This is an optimization exercise on Yosys and OpenROAD, whose aim is small area and a short achievable clock period, not a production implementation. In this exercise RTL edits were held to simulation tests only and were not proved equivalent to the original. Power and IR drop assume default switching activity.

==> flow/design.v (outline; a module is shown in full before it is edited, if it fits) <==
// module fp_mul_pipe: 1599 lines
// module fp_mul_fa: 6 lines
// module fp_mul_ha: 4 lines
module fp_mul_pipe (
  input  logic        clk,
  input  logic        rst_n,
  input  logic        in_valid,
  input  logic [3:0]  r_mode,
  input  logic [31:0] fp_X,
  input  logic [31:0] fp_Y,
  output logic        out_valid,
  output logic [31:0] fp_Z,
  output logic        ovrf,
  output logic        udrf
);
  // ...
==> flow/run.sh <==
#!/bin/bash
# synth_recipe.tcl (not shown) runs the flow's synth.tcl, then flattens the netlist and writes it again
# the make line also repeats each setting of config.mk as NAME=value (left out here)
make -C /OpenROAD-flow-scripts/flow DESIGN_CONFIG=/design/flow/config.mk WORK_HOME=/design/flow/orfs CLKGATE_MAP_FILE= SYNTH_SCRIPT=/design/flow/synth_recipe.tcl finish
==> flow/config.mk <==
export PLATFORM = sky130hd
export DESIGN_NAME = fp_mul_pipe
export DESIGN_NICKNAME = fp_mul_pipe
export VERILOG_FILES = /design/flow/design.v
export SDC_FILE = /design/flow/constraint.sdc
export NUM_CORES = 4
export LEC_CHECK = 0
export CAP_MARGIN = 20
export CORE_MARGIN = 2
export CORE_UTILIZATION = 40
export CTS_BUF_LIST = sky130_fd_sc_hd__clkbuf_8
export CTS_CLUSTER_DIAMETER = 60
export CTS_CLUSTER_SIZE = 40
export SETUP_SLACK_MARGIN = 5.0
export SLEW_MARGIN = 20
export SYNTH_HIERARCHICAL = 1
export SYNTH_MINIMUM_KEEP_SIZE = 0
export TNS_END_PERCENT = 0
==> flow/constraint.sdc <==
create_clock -name core_clock -period 8.5 [get_ports {clk}]
set_input_delay 1.7000 -clock core_clock [delete_from_list [all_inputs] [get_ports {clk}]]
set_output_delay 1.7000 -clock core_clock [all_outputs]
set_load 0.01 [all_outputs]
==> flow_summary.json, run 1 <==
{
  "clk_latency_ns": 0.66,
  "ys_warn_count": 9,
  "fillCellCount": 4858,
  "endpoint": "p2_q[19]$_DFF_P_",
  "grt_use_met3": 0.0405,
  "synthMuxAreaShare": 0.00967,
  "rsz0062_at_grt": "true",
  "drc": 0,
  "crit_buf_inv": 2,
  "die_h_um": 235,
  "dpl-instance-area_um2": 23100,
  "post_cts_buffers": 3,
  "r2r_end": "p2_q[19]$_DFF_P_",
  "core-area_um2": 52700,
  "top_regs": "r1b_r: 39 flops, r1a_r: 38 flops, r1c_r: 38 flops",
  "setup_viol": 0,
  "status": "complete, no violations",
  "nonClkBufAreaFrac": 0.0621,
  "routed.top_layer": "met4",
  "worst_pin_slew_ns": 1.17,
  "area_growth_pct": 11.8,
  "p_seq_mw": 2.32,
  "wl_um": 57900,
  "clk-power_mw": 0.982,
  "die_x_um": 235,
  "ys_seq_area_frac": 0.283,
  "met1_usage": 0.277,
  "gp_congestion": 0.839,
  "syn_area_um2": 21400,
  "power.share.switching": 0.441,
  "critical_path_class": "reg2reg",
  "dieArea_um2": 55300,
  "seqPwrFrac": 0.272
}
==> run 2, diff against run 1 <==
--- a/flow/config.mk
+++ b/flow/config.mk
@@ -16,3 +16,2 @@
 export SYNTH_HIERARCHICAL = 1
 export SYNTH_MINIMUM_KEEP_SIZE = 0
-export TNS_END_PERCENT = 0
==> flow_summary.json, run 2 <==
{
  "largest_reg_flops": 39,
  "gr-total-overflow": 0,
  "drc": 0,
  "netlist_top_cells_area": "dfxtp_1, fa_1, xnor2_1",
  "synth_flop_cell": "dfxtp_1",
  "clk_path_buf_depth": 3,
  "avgViaCountPerCell": 5.59,
  "ctsHtreeMaxLevel": 1,
  "syn_area_um2": 21400,
  "status": "complete, no violations",
  "drv_cap": 0,
  "hold_viol": 0,
  "final_common_cell": "xnor2_1",
  "drive_above_1_share": 0.0709,
  "dieArea_um2": 55300,
  "synth_top_area_frac": 0.278,
  "io_pins": 106,
  "fin_nets": 2470,
  "worstPathArrival_ns": 3.87,
  "syn_area_per_cell_um2": 10.8,
  "crit_path_end_kind": "flip-flop",
  "synth-simple-area-share": 0.0602,
  "final_area_um2": 24000,
  "synth_commonest_cells": "xnor2_1, dfxtp_1, fa_1",
  "cellPowerDensity_nw_per_um2": 359,
  "p_leak_nw": 9.07,
  "grt_start_max_net_pins": 54,
  "worst_ir_drop_vdd_uv": 177,
  "dp_cells": 2675,
  "ys_seq_area_frac": 0.283,
  "rows": 84,
  "rr_startpoint": "b_neg0_q[3]$_DFF_P_",
  "cp.required_ns": 9.04,
  "cts_root_buffer": "clkbuf_8",
  "yosys.area_share.xor_xnor": 0.144,
  "core-area_um2": 52700,
  "worstSetupStartpoint": "b_neg0_q[3]$_DFF_P_",
  "finalSetupTns_ns": 0,
  "fillCellCount": 4850,
  "synthMuxAreaShare": 0.00967,
  "rsz0062_at_grt": "false",
  "ys_warn_count": 9,
  "r2r_cells": 8,
  "clk_pin_slew_worst_paths_ns": 0.12,
  "grt_pass1_vias": 16157,
  "grt_pass1_wl_um": 91000,
  "wl_um": 58300,
  "drt_pass1_iterations": 6,
  "skew_ns": 0.0379,
  "ys_types": 68,
  "dp_hpwl_um": 40200,
  "numCtsBuffers": 25,
  "setup_viol": 0,
  "cts_sinks": 301,
  "fmax_mhz": 299,
  "clk_latency_ns": 0.66,
  "synth_area_leader_cell": "dfxtp_1",
  "track_usage": 0.206,
  "min_path_type": "reg2reg",
  "critPathSlowestCell": "dfxtp_1",
  "critPathLaunchType": "flip-flop",
  "dpl-instance-area_um2": 23100,
  "holdBufCountCts": 0,
  "utilization": 0.456,
  "synth_seq_cells": 301,
  "async_flop_share": 0.0133,
  "cts_tree": "built",
  "regToRegSetupSlack_ns": 5.16,
  "ant_nets": 0,
  "synth-compound-area-share": 0.153,
  "endpoint": "cin1_r$_DFF_P_",
  "die_h_um": 235,
  "num_vias": 15300,
  "synth-edff-count": 0,
  "synthAdderAreaFrac": 0.312,
  "top_regs": "r1b_r: 39 flops, r1a_r: 38 flops, r1c_r: 38 flops",
  "synth.most_common_cell": "xnor2_1",
  "dr.first_iter.drc_count": 1051,
  "port_buffers": 105,
  "die_x_um": 235,
  "final_cell_count_no_fill": 2735,
  "critical-path-max-stage-delay_ns": 0.93,
  "multiInputGateArea_um2": 14700,
  "crit_path_cell_trace": "buf_4, xnor2_1, ha_1, fa_1, fa_1, ha_1, a21oi_1, o21ai_0",
  "relSlewSlack": 0.224,
  "r2r_end": "cin1_r$_DFF_P_",
  "largest_register": "r1b_r",
  "synth_cells": 1971,
  "area_growth_pct": 12.4,
  "critical_path_class": "reg2reg",
  "seqCellArea_um2": 6060,
  "fin_crit_ns": 3.34,
  "gp_congestion": 0.839,
  "wire_per_inst_um": 21.3,
  "maxSlewViolCount": 0,
  "synth_top_family_by_area": "adder cells",
  "critPathMaxFanout": 15,
  "finalCritPeriodShare": 0.393,
  "worst_pin_slew_ns": 1.15,
  "final_cell_mix": "xnor2_1, dfxtp_1, fa_1",
  "antenna_found_initial": 1,
  "initial_utilization": 0.406
}
## run 2: cell types whose count changed in the layout (fill, tap and decap cells not counted), sizes merged
cell / delta
clkbuf: +1
buf: +6
## run 2: per-stage QoR
step                      hold WS, ns  total power, mW  worst slack (ns)
after floorplan                 0.310             5.86              5.07
after global placement          0.312             7.44              4.46
after detailed placement        0.312             7.53              4.33
after CTS                       0.342             8.61              4.99
after global routing            0.347             9.43              5.02
final                           0.341             8.61              5.16
## run 2: how the worst min path moves through the flow
stage / from / to / slack (ns) / cells after the start
2_1_floorplan: cl1_q[0]$_SDFF_PP1_ / cl2_q[0]$_DFF_P_ / 0.31 / 0
5_1_grt: s0_q$_DFF_P_ / s1_q$_DFF_P_ / 0.35 / 0
6_report: s0_q$_DFF_P_ / s1_q$_DFF_P_ / 0.34 / 0
3_3_place_gp: s1_q$_DFF_P_ / s2_q$_DFF_P_ / 0.31 / 0
4_1_cts: s0_q$_DFF_P_ / s1_q$_DFF_P_ / 0.34 / 0
3_5_place_dp: e1_q[6]$_DFF_P_ / e2_q[6]$_DFF_P_ / 0.31 / 0
## run 2: routing by layer
metal  GRT usage  vias to the layer above  routed length (um)
met5           0                        -                   0
met4      0.0713                        0                1780
met3      0.0405                      129                4330
met2       0.329                      636               26800
met1       0.278                     7620               25400
li1            -                     6915                   -
## run 2: cell type report
type / count / area share
clock inverter: 21 / 0.0126
clock buffer: 25 / 0.0143
timing repair buffer: 167 / 0.0655
tap: 688 / 0.0359
sequential: 301 / 0.252
antenna: 1 / 0.000104
multi-input combinational: 1482 / 0.611
inverter: 50 / 0.00782
## run 2: kinds of logic (layout without fill, tap and decap cells)
family | Yosys count | after routing
other | 1 | 13
buffers and inverters | 202 | 263
AO/OA/AOI/OAI | 469 | 472
multiplexers | 20 | 20
XOR/XNOR | 352 | 352
adder cells (fa/ha/maj) | 372 | 372
flip-flops | 301 | 301
AND/OR/NAND/NOR | 254 | 254
## run 2: worst max-delay path: cells and delay by family (launching register included)
| kind | cells | cell delay (ns) |
|---|---|---|
| fa+ha+maj | 4 | 1.50 |
| flops | 1 | 0.93 |
| buf+inv | 1 | 0.39 |
| compound gates | 2 | 0.21 |
| xor+xnor | 1 | 0.17 |
## run 2: repair_timing
action / CTS / global route
resized for setup: 20 / 14
pin swaps: 3 / 4
cloned: 2 / 2
setup endpoints to repair: 65 / 49
buffers inserted: 5 / 4
## run 2: Yosys stat by module (local to each module, per instance)
| module | cells inside | flops+latches |
|---|---|---|
| fp_mul_pipe | 1674 | 301 |
| fp_mul_fa | 1 | 0 |
| fp_mul_ha | 1 | 0 |
## run 2: report_power, final
| part | leakage, nW | internal (mW) | switching [mW] | total, mW |
|---|---|---|---|---|
| sequential | 2.55 | 1.98 | 0.344 | 2.32 |
| clock | 0.323 | 0.393 | 0.588 | 0.981 |
| combinational | 6.20 | 2.44 | 2.87 | 5.30 |
==> run 3, diff against run 2 <==
--- a/flow/config.mk
+++ b/flow/config.mk
@@ -8,5 +8,5 @@
 export CAP_MARGIN = 20
 export CORE_MARGIN = 2
-export CORE_UTILIZATION = 40
+export CORE_UTILIZATION = 45
 export CTS_BUF_LIST = sky130_fd_sc_hd__clkbuf_8
 export CTS_CLUSTER_DIAMETER = 60
==> flow_summary.json, run 3 <==
{
  "finalSetupTns_ns": 0,
  "synth-edff-count": 0,
  "top_regs": "r1b_r: 39 flops, r1a_r: 38 flops, r1c_r: 38 flops",
  "clk_path_buf_depth": 3,
  "fillCellCount": 4278,
  "wl_met1_um": 25000,
  "critical_path_class": "reg2reg",
  "final_cell_mix": "xnor2_1, dfxtp_1, fa_1",
  "cts_sinks": 301,
  "synth_commonest_cells": "xnor2_1, dfxtp_1, fa_1",
  "worst_ir_drop_vdd_uv": 176,
  "rows": 79,
  "synth_top_area_frac": 0.278,
  "dp_cells": 2598,
  "cts_tree": "built",
  "largest_register": "r1b_r",
  "largest_reg_flops": 39,
  "setup_viol": 0,
  "worst_pin_slew_ns": 1.15,
  "cellPowerDensity_nw_per_um2": 359,
  "min_path_type": "reg2reg",
  "holdBufCountCts": 0,
  "ant_nets": 0,
  "fin_crit_ns": 3.40,
  "ys_types": 68,
  "avgViaCountPerCell": 5.75,
  "dpl-instance-area_um2": 23000,
  "p_leak_nw": 9.06,
  "drt_pass1_iterations": 6,
  "fmax_mhz": 294,
  "wl_met2_um": 26500,
  "dr.first_iter.drc_count": 1269,
  "track_usage": 0.237,
  "synth_seq_cells": 301,
  "ys_warn_count": 9,
  "final_common_cell": "xnor2_1",
  "finalCritPeriodShare": 0.400,
  "syn_area_um2": 21400,
  "die_x_um": 222,
  "ctsHtreeMaxLevel": 1,
  "grt_pass1_wl_um": 92000,
  "relSlewSlack": 0.224,
  "routed.top_layer": "met5",
  "antenna_cells": 0,
  "crit_path_cell_trace": "fa_1, ha_1, nand2_1, o21ai_1, a221oi_2, buf_4, a211oi_4, o211ai_1, buf_4, o21bai_1, inv_1, fa_2, inv_1",
  "core-area_um2": 46700,
  "drive_above_1_share": 0.0789,
  "gr-total-overflow": 0,
  "fin_ws_ns": 5.10,
  "crit_family": "adder cells",
  "dr_wl_met3_um": 5120,
  "num_vias": 15301,
  "clk_pin_slew_worst_paths_ns": 0.11,
  "synth_cells": 1971,
  "die_h_um": 222,
  "numCtsBuffers": 26,
  "place_worst_setup_slack_ns": 4.32,
  "critical-path-max-stage-delay_ns": 0.52,
  "final_area_um2": 23900,
  "rsz0062_at_grt": "false",
  "netlist_top_cells_area": "dfxtp_1, fa_1, xnor2_1",
  "hold_viol": 0,
  "synth_area_leader_cell": "dfxtp_1",
  "port_buffers": 105,
  "critPathSlowestCell": "fa_2",
  "wire_per_inst_um": 21.9,
  "area_growth_pct": 12.0,
  "worstPathArrival_ns": 3.93,
  "dieArea_um2": 49200,
  "antenna_found_initial": 1,
  "drc": 0,
  "grt_pass1_vias": 16080,
  "fin_nets": 2477,
  "cts_root_buffer": "clkbuf_8",
  "crit_buf_inv": 4,
  "gp_congestion": 0.846,
  "clk_latency_ns": 0.67,
  "async_flop_share": 0.0133,
  "synth_flop_cell": "dfxtp_1",
  "ys_seq_area_frac": 0.283,
  "dp_hpwl_um": 39100,
  "io_pins": 106,
  "synth.most_common_cell": "xnor2_1",
  "initial_utilization": 0.458,
  "final_cell_count_no_fill": 2661,
  "cp.required_ns": 9.03,
  "syn_area_per_cell_um2": 10.8,
  "maxSlewViolCount": 0,
  "drv_cap": 0,
  "critPathLaunchType": "flip-flop",
  "crit_path_end_kind": "flip-flop",
  "skew_ns": 0.0672,
  "hold_slack_ns": 0.337,
  "critPathMaxFanout": 4,
  "status": "complete, no violations",
  "grt_start_max_net_pins": 54,
  "wl_um": 58400
}
## run 3: worst register-to-register path, delay by kind of cell, from the launching register on
kind,cells,cell delay (ns)
flip-flops,1,0.33
AND/OR/NAND/NOR,1,0.05
AO/OA/AOI/OAI,5,1.14
adder cells (fa/ha/maj),3,1.29
buffers and inverters,4,0.47
## run 3: area by class of cell
cell class	instances	area, um2	share of cell area
multi-input combinational	1483	14700	0.616
sequential	301	6060	0.253
timing repair buffer	172	1590	0.0666
tap	607	759	0.0318
clock buffer	26	358	0.0150
clock inverter	22	225	0.00942
inverter	50	188	0.00785
## run 3: path summary, 6_finish.rpt
| kind | cells past startpoint | end | slack [ns] | from |
|---|---|---|---|---|
| max | 13 | p2_q[18]$_DFF_P_ | 5.10 | r1a_r[2]$_DFF_P_ |
| min | 0 | rt1_q[0]$_DFF_P_ | 0.34 | rt0_q[0]$_DFF_P_ |
| max reg2reg | 13 | p2_q[18]$_DFF_P_ | 5.10 | r1a_r[2]$_DFF_P_ |
| min reg2reg | 0 | rt1_q[0]$_DFF_P_ | 0.34 | rt0_q[0]$_DFF_P_ |
| max in group asynchronous | 1 | vld_q[2]$_DFF_PN0_ | 7.07 | rst_n |
| min in group asynchronous | 1 | vld_q[3]$_DFF_PN0_ | 1.28 | rst_n |
## run 3: kinds of logic (layout without fill, tap and decap cells)
family	after synthesis	after routing	synth area share
compound gates	469	473	0.153
xor+xnor	352	352	0.144
fa+ha+maj	372	372	0.312
buf+inv	202	270	0.0379
flops	301	301	0.283
mux	20	20	0.00967
other cells	1	12	0.000176
simple gates	254	254	0.0602
## run 3: Yosys stat by module (local to each module, per instance)
module       cells  flops+latches  area (um2)  times used
fp_mul_fa        1              0        20.0         263
fp_mul_ha        1              0        12.5          34
fp_mul_pipe   1674            301       15700           1
## run 3: repair_timing
item | in CTS | in global routing
endpoints found under the setup margin | 60 | 58
resized for setup | 15 | 25
pin swaps | 3 | 12
cloned | 2 | 2
setup buffers | 3 | 8
## run 3: stage by stage
| step | util | power [mW] |
|---|---|---|
| floorplan | - | 5.86 |
| global placement | 0.493 | 7.37 |
| detailed placement | 0.493 | 7.45 |
| CTS | 0.509 | 8.46 |
| global route | 0.513 | 9.43 |
| finish | 0.513 | 8.57 |
## run 3: where the power goes
group	total (mW)	internal [mW]	switching (mW)
clock	0.900	0.333	0.567
sequential	2.28	1.98	0.305
combinational	5.39	2.52	2.87
## run 3: routing by layer
layer,track usage,vias to the layer above
li1,-,6928
met1,0.316,7584
met2,0.382,675
met3,0.0569,112
met4,0.0695,2
met5,0.0117,-
==> run 4, diff against run 3 <==
--- a/flow/config.mk
+++ b/flow/config.mk
@@ -6,12 +6,12 @@
 export NUM_CORES = 4
 export LEC_CHECK = 0
-export CAP_MARGIN = 20
+export CAP_MARGIN = 0
 export CORE_MARGIN = 2
-export CORE_UTILIZATION = 45
+export CORE_UTILIZATION = 40
 export CTS_BUF_LIST = sky130_fd_sc_hd__clkbuf_8
 export CTS_CLUSTER_DIAMETER = 60
 export CTS_CLUSTER_SIZE = 40
 export SETUP_SLACK_MARGIN = 5.0
-export SLEW_MARGIN = 20
+export SLEW_MARGIN = 0
 export SYNTH_HIERARCHICAL = 1
 export SYNTH_MINIMUM_KEEP_SIZE = 0
==> flow_summary.json, run 4 <==
{
  "maxSlewViolCount": 0,
  "netlist_top_cells_area": "dfxtp_1, fa_1, xnor2_1",
  "clk_path_buf_depth": 3,
  "synth_commonest_cells": "xnor2_1, dfxtp_1, fa_1",
  "grt_use_met2": 0.329,
  "initial_utilization": 0.406,
  "synth-edff-count": 0,
  "finalSetupTns_ns": 0,
  "dpl-instance-area_um2": 23100,
  "wl_um": 58300,
  "dp_hpwl_um": 40200,
  "clkPwrFrac": 0.114,
  "fin_crit_ns": 3.34,
  "ys_seq_area_frac": 0.283,
  "avgViaCountPerCell": 5.59,
  "grt_pass1_vias": 16157,
  "drt_pass1_iterations": 6,
  "cellPowerDensity_nw_per_um2": 359,
  "largest_reg_flops": 39,
  "ant_nets": 0,
  "rows": 84,
  "yosys.area_share.xor_xnor": 0.144,
  "core-area_um2": 52700,
  "synth_area_leader_cell": "dfxtp_1",
  "power.switching_mw": 3.80,
  "p_leak_nw": 9.07,
  "synth_seq_cells": 301,
  "relSlewSlack": 0.224,
  "worst_ir_drop_vdd_uv": 177,
  "crit_path_end_kind": "flip-flop",
  "met1_usage": 0.278,
  "synth_flop_cell": "dfxtp_1",
  "synth_top_family_by_area": "adder cells",
  "gp_congestion": 0.839,
  "grt_pass1_wl_um": 91000,
  "status": "complete, no violations",
  "final_area_um2": 24000,
  "synth_cells": 1971,
  "finalCritPeriodShare": 0.393,
  "ys_types": 68,
  "worst_pin_slew_ns": 1.15,
  "power_frac_comb": 0.616,
  "track_usage": 0.206,
  "holdBufCountCts": 0,
  "min_path_type": "reg2reg",
  "dieArea_um2": 55300,
  "drc": 0,
  "ctsHtreeMaxLevel": 1,
  "critPathLaunchType": "flip-flop",
  "fin_nets": 2470,
  "port_buffers": 105,
  "gr-total-overflow": 0,
  "drv_cap": 0,
  "fillCellCount": 4850,
  "cts_tree": "built",
  "area_growth_pct": 12.4,
  "synth.most_common_cell": "xnor2_1",
  "clk_latency_ns": 0.66,
  "antenna_found_initial": 1,
  "syn_area_per_cell_um2": 10.8,
  "synth_top_area_frac": 0.278,
  "critPathSlowestCell": "dfxtp_1",
  "synthMuxAreaShare": 0.00967,
  "cp.required_ns": 9.04,
  "cts_sinks": 301,
  "dr.first_iter.drc_count": 1051,
  "seqPwrFrac": 0.270,
  "synthAdderAreaFrac": 0.312,
  "synth-compound-area-share": 0.153,
  "drive_above_1_share": 0.0709,
  "final_cell_mix": "xnor2_1, dfxtp_1, fa_1",
  "critical-path-max-stage-delay_ns": 0.93,
  "power.share.switching": 0.442,
  "numCtsBuffers": 25,
  "num_vias": 15300,
  "top_regs": "r1b_r: 39 flops, r1a_r: 38 flops, r1c_r: 38 flops",
  "worstPathArrival_ns": 3.87,
  "p_int_mw": 4.81,
  "cts_root_buffer": "clkbuf_8",
  "final_common_cell": "xnor2_1",
  "die_x_um": 235,
  "crit_path_cell_trace": "buf_4, xnor2_1, ha_1, fa_1, fa_1, ha_1, a21oi_1, o21ai_0",
  "syn_area_um2": 21400,
  "die_h_um": 235,
  "async_flop_share": 0.0133,
  "ys_warn_count": 9,
  "grt_start_max_net_pins": 54,
  "grt-busiest-layer": "met2",
  "skew_ns": 0.0379,
  "clk_pin_slew_worst_paths_ns": 0.12,
  "wire_per_inst_um": 21.3,
  "synth-simple-area-share": 0.0602,
  "largest_register": "r1b_r",
  "grt_use_met3": 0.0405,
  "rsz0062_at_grt": "false",
  "fmax_mhz": 299,
  "hold_slack_ns": 0.341,
  "io_pins": 106,
  "critical_path_class": "reg2reg",
  "setup_viol": 0,
  "critPathMaxFanout": 15,
  "hold_viol": 0
}
run 4: timing repair:
action,4_1_cts,5_1_grt
pin swaps,3,4
cloned,2,2
resized for setup,20,14
buffers inserted,5,4
setup endpoints to repair,65,49
run 4: modules after synthesis (local to each module, per instance):
module	cell area, um2	cells inside	times used
fp_mul_ha	12.5	1	34
fp_mul_fa	20.0	1	263
fp_mul_pipe	15700	1674	1
run 4: cell type report:
cell class                      instances  area (um2)  share of cell area
Timing Repair Buffer                  167        1570              0.0655
Antenna cell                            1        2.50            0.000104
Clock buffer                           25         344              0.0143
Tap cell                              688         861              0.0359
Inverter                               50         188             0.00782
Multi-Input combinational cell       1482       14700               0.611
Sequential cell                       301        6060               0.252
Clock inverter                         21         302              0.0126
run 4: logic make-up (layout without fill, tap and decap cells):
family / after synthesis / count (layout)
AOI/OAI and AO/OA: 469 / 472
xor gates and xnor gates: 352 / 352
adders and majority gates: 372 / 372
buffers and inverters: 202 / 263
DFF: 301 / 301
muxes: 20 / 20
other: 1 / 13
and+or+nand+nor: 254 / 254
run 4: worst max-delay path, delay by kind of cell, from the launching register on:
family	cells	cell delay [ns]
buffers and inverters	1	0.39
flip-flops	1	0.93
XOR/XNOR	1	0.17
AO/OA/AOI/OAI	2	0.21
adder cells (fa/ha/maj)	4	1.50
run 4: power groups by stage:
stage / clock network, mW / logic (mW) / registers [mW]
after floorplan: 0 / 3.59 / 2.27
after global placement: 0 / 5.10 / 2.34
after detailed placement: 0 / 5.18 / 2.35
after CTS: 1.01 / 5.28 / 2.32
after global routing: 1.07 / 5.98 / 2.38
final: 0.981 / 5.30 / 2.32
run 4: final timing paths:
path                                      from                 end  slack, ns  cells after the start
max in group asynchronous                rst_n  vld_q[2]$_DFF_PN0_       7.07                      1
min in group asynchronous                rst_n  vld_q[3]$_DFF_PN0_       1.27                      1
setup reg to reg           b_neg0_q[3]$_DFF_P_      cin1_r$_DFF_P_       5.16                      8
hold / removal                    s0_q$_DFF_P_        s1_q$_DFF_P_       0.34                      0
hold reg to reg                   s0_q$_DFF_P_        s1_q$_DFF_P_       0.34                      0
setup / recovery           b_neg0_q[3]$_DFF_P_      cin1_r$_DFF_P_       5.16                      8
run 4: routing by layer:
| layer | up-vias | share of wire |
|---|---|---|
| li1 | 6915 | - |
| met1 | 7620 | 0.44 |
| met2 | 636 | 0.46 |
| met3 | 129 | 0.074 |
| met4 | 0 | 0.031 |
| met5 | - | 0 |
run 4: through the flow:
step	worst slack [ns]	std cells	total power [mW]	util
CTS	4.99	2728	8.61	0.453
global placement	4.46	2675	7.44	0.438
global route	5.02	2735	9.43	0.456
finish	5.16	2735	8.61	0.456
floorplan	5.07	1982	5.86	-
detailed placement	4.33	2675	7.53	0.438
==> run 5, diff against run 4 <==
--- a/flow/config.mk
+++ b/flow/config.mk
@@ -6,12 +6,12 @@
 export NUM_CORES = 4
 export LEC_CHECK = 0
-export CAP_MARGIN = 0
+export CAP_MARGIN = 20
 export CORE_MARGIN = 2
 export CORE_UTILIZATION = 40
 export CTS_BUF_LIST = sky130_fd_sc_hd__clkbuf_8
-export CTS_CLUSTER_DIAMETER = 60
-export CTS_CLUSTER_SIZE = 40
+export CTS_CLUSTER_DIAMETER = 50
+export CTS_CLUSTER_SIZE = 30
 export SETUP_SLACK_MARGIN = 5.0
-export SLEW_MARGIN = 0
+export SLEW_MARGIN = 20
 export SYNTH_HIERARCHICAL = 1
 export SYNTH_MINIMUM_KEEP_SIZE = 0
==> flow_summary.json, run 5 <==
{
  "crit_buf_inv": 2,
  "fmax_mhz": 298,
  "wl_met2_um": 26700,
  "gp_congestion": 0.839,
  "dr.first_iter.drc_count": 1068,
  "fin_nets": 2471,
  "synth_flop_cell": "dfxtp_1",
  "cp_common_cell": "fa_1",
  "area_growth_pct": 12.8,
  "syn_area_um2": 21400,
  "wire_per_inst_um": 21.2,
  "cts_tree": "built",
  "synth_seq_cells": 301,
  "crit_path_end_kind": "flip-flop",
  "dieArea_um2": 55300,
  "total_power_mw": 8.70,
  "ys_types": 68,
  "seqCellArea_um2": 6060,
  "grt_pass1_wl_um": 91000,
  "synth_commonest_cells": "xnor2_1, dfxtp_1, fa_1",
  "skew_ns": 0.0272,
  "worst_pin_slew_ns": 1.18,
  "final_common_cell": "xnor2_1",
  "ys_seq_area_frac": 0.283,
  "netlist_top_cells_area": "dfxtp_1, fa_1, xnor2_1",
  "antenna_found_initial": 2,
  "cp.required_ns": 9.05,
  "status": "complete, no violations",
  "ant_nets": 0,
  "synth_area_leader_cell": "dfxtp_1",
  "core-area_um2": 52700,
  "port_buffers": 105,
  "largest_register": "r1b_r",
  "holdBufCountCts": 0,
  "finalSetupTns_ns": 0,
  "num_vias": 15395,
  "gr-total-overflow": 0,
  "final_cell_mix": "xnor2_1, dfxtp_1, fa_1",
  "largest_reg_flops": 39,
  "crit_family": "adder cells",
  "relSlewSlack": 0.201,
  "dp_hpwl_um": 40200,
  "die_h_um": 235,
  "grt_pass1_vias": 16188,
  "drt_pass1_iterations": 8,
  "async_flop_share": 0.0133,
  "cts_root_buffer": "clkbuf_8",
  "multiInputGateArea_um2": 14700,
  "rsz0062_at_grt": "true",
  "ctsHtreeMaxLevel": 1,
  "drive_above_1_share": 0.0741,
  "wl_met1_um": 25000,
  "drc": 0,
  "critical_path_class": "reg2reg",
  "critical-path-max-stage-delay_ns": 0.47,
  "initial_utilization": 0.406,
  "synth-edff-count": 0,
  "critPathSlowestCell": "fa_1",
  "ys_warn_count": 9,
  "rows": 84,
  "critPathMaxFanout": 5,
  "routed.top_layer": "met5",
  "numCtsBuffers": 31,
  "maxSlewViolCount": 0,
  "die_x_um": 235,
  "critPathLaunchType": "flip-flop",
  "cts_sinks": 301,
  "finalCritPeriodShare": 0.394,
  "top_regs": "r1b_r: 39 flops, r1a_r: 38 flops, r1c_r: 38 flops",
  "track_usage": 0.206,
  "fillCellCount": 4830,
  "hold_viol": 0,
  "dr_wl_met3_um": 4850,
  "clk_latency_ns": 0.66,
  "worst_ir_drop_vdd_uv": 192,
  "fin_crit_ns": 3.35,
  "min_path_type": "reg2reg",
  "p_leak_nw": 9.11,
  "clk_path_buf_depth": 3,
  "drv_cap": 0,
  "crit_path_cell_trace": "fa_1, ha_1, nand4_1, nor4_2, a221oi_1, buf_4, a211oi_2, o211ai_1, o21bai_1, inv_1, fa_1, xnor2_1",
  "synth_cells": 1971,
  "io_pins": 106,
  "synth_top_area_frac": 0.278,
  "wl_um": 58200,
  "worstPathArrival_ns": 3.90,
  "synth.most_common_cell": "xnor2_1",
  "grt_start_max_net_pins": 54,
  "avgViaCountPerCell": 5.62,
  "clk_pin_slew_worst_paths_ns": 0.11,
  "setup_viol": 0,
  "syn_area_per_cell_um2": 10.8,
  "cellPowerDensity_nw_per_um2": 361
}
## run 5: path summary, 6_finish.rpt
check | from | end | slack, ns | depth (start not counted)
hold / removal | s0_q$_DFF_P_ | s1_q$_DFF_P_ | 0.34 | 0
max in group asynchronous | rst_n | vld_q[2]$_DFF_PN0_ | 7.10 | 1
setup reg to reg | r1a_r[11]$_DFF_P_ | p2_q[19]$_DFF_P_ | 5.15 | 12
min in group asynchronous | rst_n | vld_q[3]$_DFF_PN0_ | 1.24 | 1
hold reg to reg | s0_q$_DFF_P_ | s1_q$_DFF_P_ | 0.34 | 0
setup / recovery | r1a_r[11]$_DFF_P_ | p2_q[19]$_DFF_P_ | 5.15 | 12
## run 5: modules after synthesis, one instance, submodules excluded
module	flip-flops and latches	cell area, um2	cells	times used
fp_mul_pipe	301	15700	1674	1
fp_mul_fa	0	20.0	1	263
fp_mul_ha	0	12.5	1	34
## run 5: report_power, final
part | total [mW] | switching [mW] | leakage, nW | internal [mW]
Sequential | 2.32 | 0.344 | 2.55 | 1.98
Clock | 1.09 | 0.608 | 0.392 | 0.485
Combinational | 5.28 | 2.85 | 6.17 | 2.43
## run 5: metrics by stage
| stage | util | setup WS [ns] | instances | cell area (um2) | hold slack [ns] |
|---|---|---|---|---|---|
| after global routing | 0.458 | 4.96 | 2741 | 24100 | 0.343 |
| after floorplan | - | 5.07 | 1982 | 21400 | 0.310 |
| final | 0.458 | 5.15 | 2741 | 24100 | 0.338 |
| after global placement | 0.438 | 4.46 | 2675 | 23100 | 0.312 |
| after CTS | 0.455 | 4.98 | 2736 | 24000 | 0.337 |
| after detailed placement | 0.438 | 4.33 | 2675 | 23100 | 0.312 |
## run 5: worst reg2reg max path: cells and delay by family (launching register included)
kind	cells	cell delay [ns]
adders and majority gates	3	1.19
AOI/OAI and AO/OA	4	0.88
buffers and inverters	2	0.26
xor gates and xnor gates	1	0.15
DFF	1	0.33
and+or+nand+nor	2	0.45
## run 5: final cells by class
type | count | area share
Multi-Input combinational cell | 1482 | 0.609
Sequential cell | 301 | 0.252
Timing Repair Buffer | 162 | 0.0637
Tap cell | 688 | 0.0357
Clock buffer | 34 | 0.0194
Clock inverter | 23 | 0.0130
Inverter | 50 | 0.00779
Antenna cell | 1 | 0.000104
## run 5: what timing repair did
item / in CTS / in global routing
pin swaps: 4 / 1
endpoints found under the setup margin: 58 / 43
resized for setup: 19 / 13
setup buffers: 2 / 2
gates cloned: 2 / 2
## run 5: layer usage
metal	global-route usage	up-vias
li1	-	6937
met1	0.275	7612
met2	0.327	712
met3	0.0486	132
met4	0.0710	2
met5	0	-
## run 5: kinds of logic (layout without fill, tap and decap cells)
logic type | after synthesis | count (layout) | share of synthesized area
AOI/OAI and AO/OA | 469 | 472 | 0.153
adders and majority gates | 372 | 372 | 0.312
xor gates and xnor gates | 352 | 352 | 0.144
DFF | 301 | 301 | 0.283
and+or+nand+nor | 254 | 254 | 0.0602
buffers and inverters | 202 | 269 | 0.0379
muxes | 20 | 20 | 0.00967
other | 1 | 13 | 0.000176
==> run 6, diff against run 5 <==
==> flow/flow/run.sh (new file) <==
#!/bin/bash
set -euo pipefail
MARGIN=5.3
sed -E "s/SETUP_SLACK_MARGIN=[-0-9.]+/SETUP_SLACK_MARGIN=${MARGIN}/" standard.sh > standard_margin.sh
grep -q "SETUP_SLACK_MARGIN=${MARGIN}" standard_margin.sh
bash standard_margin.sh > standard.log 2>&1
==> flow/standard.sh (new file) <==
#!/bin/bash
# synth_recipe.tcl (not shown) runs the flow's synth.tcl, then flattens the netlist and writes it again
# the make line also repeats each setting of config.mk as NAME=value (left out here)
make -C /OpenROAD-flow-scripts/flow DESIGN_CONFIG=/design/flow/config.mk WORK_HOME=/design/flow/orfs CLKGATE_MAP_FILE= SYNTH_SCRIPT=/design/flow/synth_recipe.tcl "${@:-finish}"
--- a/flow/config.mk
+++ b/flow/config.mk
@@ -10,6 +10,6 @@
 export CORE_UTILIZATION = 40
 export CTS_BUF_LIST = sky130_fd_sc_hd__clkbuf_8
-export CTS_CLUSTER_DIAMETER = 50
-export CTS_CLUSTER_SIZE = 30
+export CTS_CLUSTER_DIAMETER = 60
+export CTS_CLUSTER_SIZE = 40
 export SETUP_SLACK_MARGIN = 5.0
 export SLEW_MARGIN = 20
removed: flow/run.sh
==> flow_summary.json, run 6 <==
{
  "clk_path_buf_depth": 3,
  "core-area_um2": 52700,
  "finalCritPeriodShare": 0.397,
  "clk_latency_ns": 0.66,
  "utilization": 0.460,
  "critPathLaunchType": "flip-flop",
  "largest_reg_flops": 39,
  "synth-edff-count": 0,
  "area_growth_pct": 13.4,
  "cp.required_ns": 9.06,
  "rsz0062_at_grt": "true",
  "syn_area_per_cell_um2": 10.8,
  "worstPathArrival_ns": 3.93,
  "dieArea_um2": 55300,
  "finalSetupTns_ns": 0,
  "synth_area_leader_cell": "dfxtp_1",
  "syn_area_um2": 21400,
  "setup_viol": 0,
  "fin_crit_ns": 3.37,
  "numCtsBuffers": 25,
  "yosys.area_share.xor_xnor": 0.144,
  "netlist_top_cells_area": "dfxtp_1, fa_1, xnor2_1",
  "wl_um": 58600,
  "async_flop_share": 0.0133,
  "synth_top_family_by_area": "adder cells",
  "min_path_type": "reg2reg",
  "gp_congestion": 0.812,
  "fin_ws_ns": 5.13,
  "crit_path_cell_trace": "fa_1, ha_4, nand4_1, nor4_4, a221oi_2, buf_4, a211oi_4, o211ai_1, o21bai_1, inv_1, fa_2, inv_1",
  "cellPowerDensity_nw_per_um2": 361,
  "die_x_um": 235,
  "ant_nets": 0,
  "synth_top_area_frac": 0.278,
  "crit_path_end_kind": "flip-flop",
  "synth_commonest_cells": "xnor2_1, dfxtp_1, fa_1",
  "synth_flop_cell": "dfxtp_1",
  "cp_common_cell": "inv_1",
  "synthMuxAreaShare": 0.00967,
  "p_leak_nw": 9.20,
  "maxSlewViolCount": 0,
  "critical-path-max-stage-delay_ns": 0.52,
  "synth-simple-area-share": 0.0602,
  "total_power_mw": 8.74,
  "drv_cap": 0,
  "die_h_um": 235,
  "crit_buf_inv": 3,
  "fin_nets": 2479,
  "cts_sinks": 301,
  "wire_per_inst_um": 21.4,
  "fillCellCount": 4847,
  "worst_ir_drop_vdd_uv": 205,
  "dp_hpwl_um": 39900,
  "critPathSlowestCell": "fa_1",
  "antenna_cells": 0,
  "critical_path_class": "reg2reg",
  "avgViaCountPerCell": 5.58,
  "hold_viol": 0,
  "dr.first_iter.drc_count": 1193,
  "synth_cells": 1971,
  "cts_tree": "built",
  "num_vias": 15318,
  "final_cell_mix": "xnor2_1, dfxtp_1, fa_1",
  "port_buffers": 105,
  "place_worst_setup_slack_ns": 4.46,
  "grt_start_max_net_pins": 28,
  "ys_warn_count": 9,
  "ys_types": 68,
  "synth-compound-area-share": 0.153,
  "skew_ns": 0.0262,
  "gr-total-overflow": 0,
  "initial_utilization": 0.406,
  "grt_pass1_wl_um": 92000,
  "hold_slack_ns": 0.333,
  "drc": 0,
  "synth_seq_cells": 301,
  "antenna_found_initial": 0,
  "worst_pin_slew_ns": 0.745,
  "rows": 84,
  "drt_pass1_iterations": 6,
  "synthAdderAreaFrac": 0.312,
  "io_pins": 106,
  "grt_pass1_vias": 15917,
  "track_usage": 0.209,
  "ys_seq_area_frac": 0.283,
  "ctsHtreeMaxLevel": 1,
  "largest_register": "r1b_r",
  "fmax_mhz": 297,
  "synth.most_common_cell": "xnor2_1",
  "drive_above_1_share": 0.0842,
  "final_common_cell": "xnor2_1",
  "cts_root_buffer": "clkbuf_8",
  "critPathMaxFanout": 4,
  "clk_pin_slew_worst_paths_ns": 0.12,
  "top_regs": "r1b_r: 39 flops, r1a_r: 38 flops, r1c_r: 38 flops",
  "relSlewSlack": 0.502,
  "crit_family": "adder cells",
  "status": "complete, no violations"
}
## run 6: layout make-up
class	count	area, um2	area share
Inverter	50	188	0.00775
Timing Repair Buffer	174	1630	0.0672
Clock buffer	27	372	0.0153
Tap cell	688	861	0.0356
Clock inverter	19	283	0.0117
Sequential cell	301	6080	0.251
Multi-Input combinational cell	1484	14800	0.611
## run 6: cell families (layout without fill, tap and decap cells)
group | Yosys count | count (layout)
compound gates | 469 | 474
xor+xnor | 352 | 352
fa+ha+maj | 372 | 372
buf+inv | 202 | 270
flops | 301 | 301
mux | 20 | 20
other cells | 1 | 12
simple gates | 254 | 254
## run 6: routing by layer
layer | vias up | part of all wire | global-route usage
li1 | 6939 | - | -
met1 | 7637 | 0.43 | 0.288
met2 | 654 | 0.47 | 0.336
met3 | 88 | 0.077 | 0.0395
met4 | 0 | 0.021 | 0.0612
met5 | - | 0 | 0
## run 6: worst reg2reg max path: stages (launching register included)
cell and delay [ns]:
dfxtp_2 0.33, fa_1 0.52, ha_4 0.30, nand4_1 0.25, nor4_4 0.29, a221oi_2 0.11, buf_4 0.20, a211oi_4 0.24
o211ai_1 0.21, o21bai_1 0.24, inv_1 0.08, fa_2 0.51, inv_1 0.03
## run 6: metrics by stage
| step | cells | area [um2] |
|---|---|---|
| 6_report | 2743 | 24200 |
| 5_1_grt | 2743 | 24200 |
| 4_1_cts | 2730 | 23900 |
| 3_5_place_dp | 2676 | 23100 |
| 3_3_place_gp | 2676 | 23100 |
| 2_1_floorplan | 1982 | 21500 |
## run 6: path summary, 6_finish.rpt
| kind | start | end | slack [ns] | cells after the start |
|---|---|---|---|---|
| hold / removal | e1_q[9]$_DFF_P_ | e2_q[9]$_DFF_P_ | 0.33 | 0 |
| setup / recovery | r1a_r[12]$_DFF_P_ | p2_q[18]$_DFF_P_ | 5.13 | 12 |
| min in group asynchronous | rst_n | vld_q[2]$_DFF_PN0_ | 1.26 | 1 |
| hold reg to reg | e1_q[9]$_DFF_P_ | e2_q[9]$_DFF_P_ | 0.33 | 0 |
| setup reg to reg | r1a_r[12]$_DFF_P_ | p2_q[18]$_DFF_P_ | 5.13 | 12 |
| max in group asynchronous | rst_n | vld_q[3]$_DFF_PN0_ | 7.08 | 1 |
## run 6: power breakdown
group          switching [mW]  internal, mW
logic                    2.94          2.50
registers               0.330          1.98
clock network           0.574         0.408
## run 6: per-module statistics from Yosys, one instance, submodules excluded
module	cells inside	times used	flip-flops and latches
fp_mul_pipe	1674	1	301
fp_mul_fa	1	263	0
fp_mul_ha	1	34	0
## run 6: repair_timing
action / 4_1_cts / 5_1_grt
pin swaps: 6 / 10
gates cloned: 4 / 3
hold buffers: 0 / 0
setup buffers: 4 / 10
endpoints found under the setup margin: 128 / 59
gates resized for setup: 67 / 28

-- separate check: timing with driven ports --
In the flow no input, the clock included, has a driving cell. The finished layouts below were timed again as built, in two steps. Step 1 (the two cells are an assumption about what drives the block):
set clk [get_ports {clk}]
set_driving_cell -lib_cell sky130_fd_sc_hd__clkbuf_16 $clk
set_driving_cell -lib_cell sky130_fd_sc_hd__buf_2 [delete_from_list [all_inputs] $clk]
Step 2 also shifts input and output timing later by t, the mid clock arrival at the registers, as if the neighbouring blocks saw the same clock. Slacks: ideal / step 1 / step 2; pairs: ideal / step 1.
run | shift t [ns] | slack for setup (ns) | worst setup path at the end | latest minus earliest clock arrival (ns)
run 1 | 0.700 | 5.010 / 5.010 / 4.683 | input to register | 0.045 / 0.045
run 2 | 0.698 | 5.161 / 5.161 / 4.682 | input to register | 0.043 / 0.042
run 3 | 0.690 | 5.103 / 5.103 / 4.593 | input to register | 0.067 / 0.067
run 4 | 0.698 | 5.161 / 5.161 / 4.682 | input to register | 0.043 / 0.042
run 5 | 0.705 | 5.150 / 5.150 / 4.707 | input to register | 0.029 / 0.030
run 6 | 0.700 | 5.129 / 5.129 / 4.847 | input to register | 0.033 / 0.033
After both steps every run listed still meets setup and hold. For run 3, which loses most, drivers alone change the setup slack by 0.000 ns; drivers and shift together by -0.510 ns.
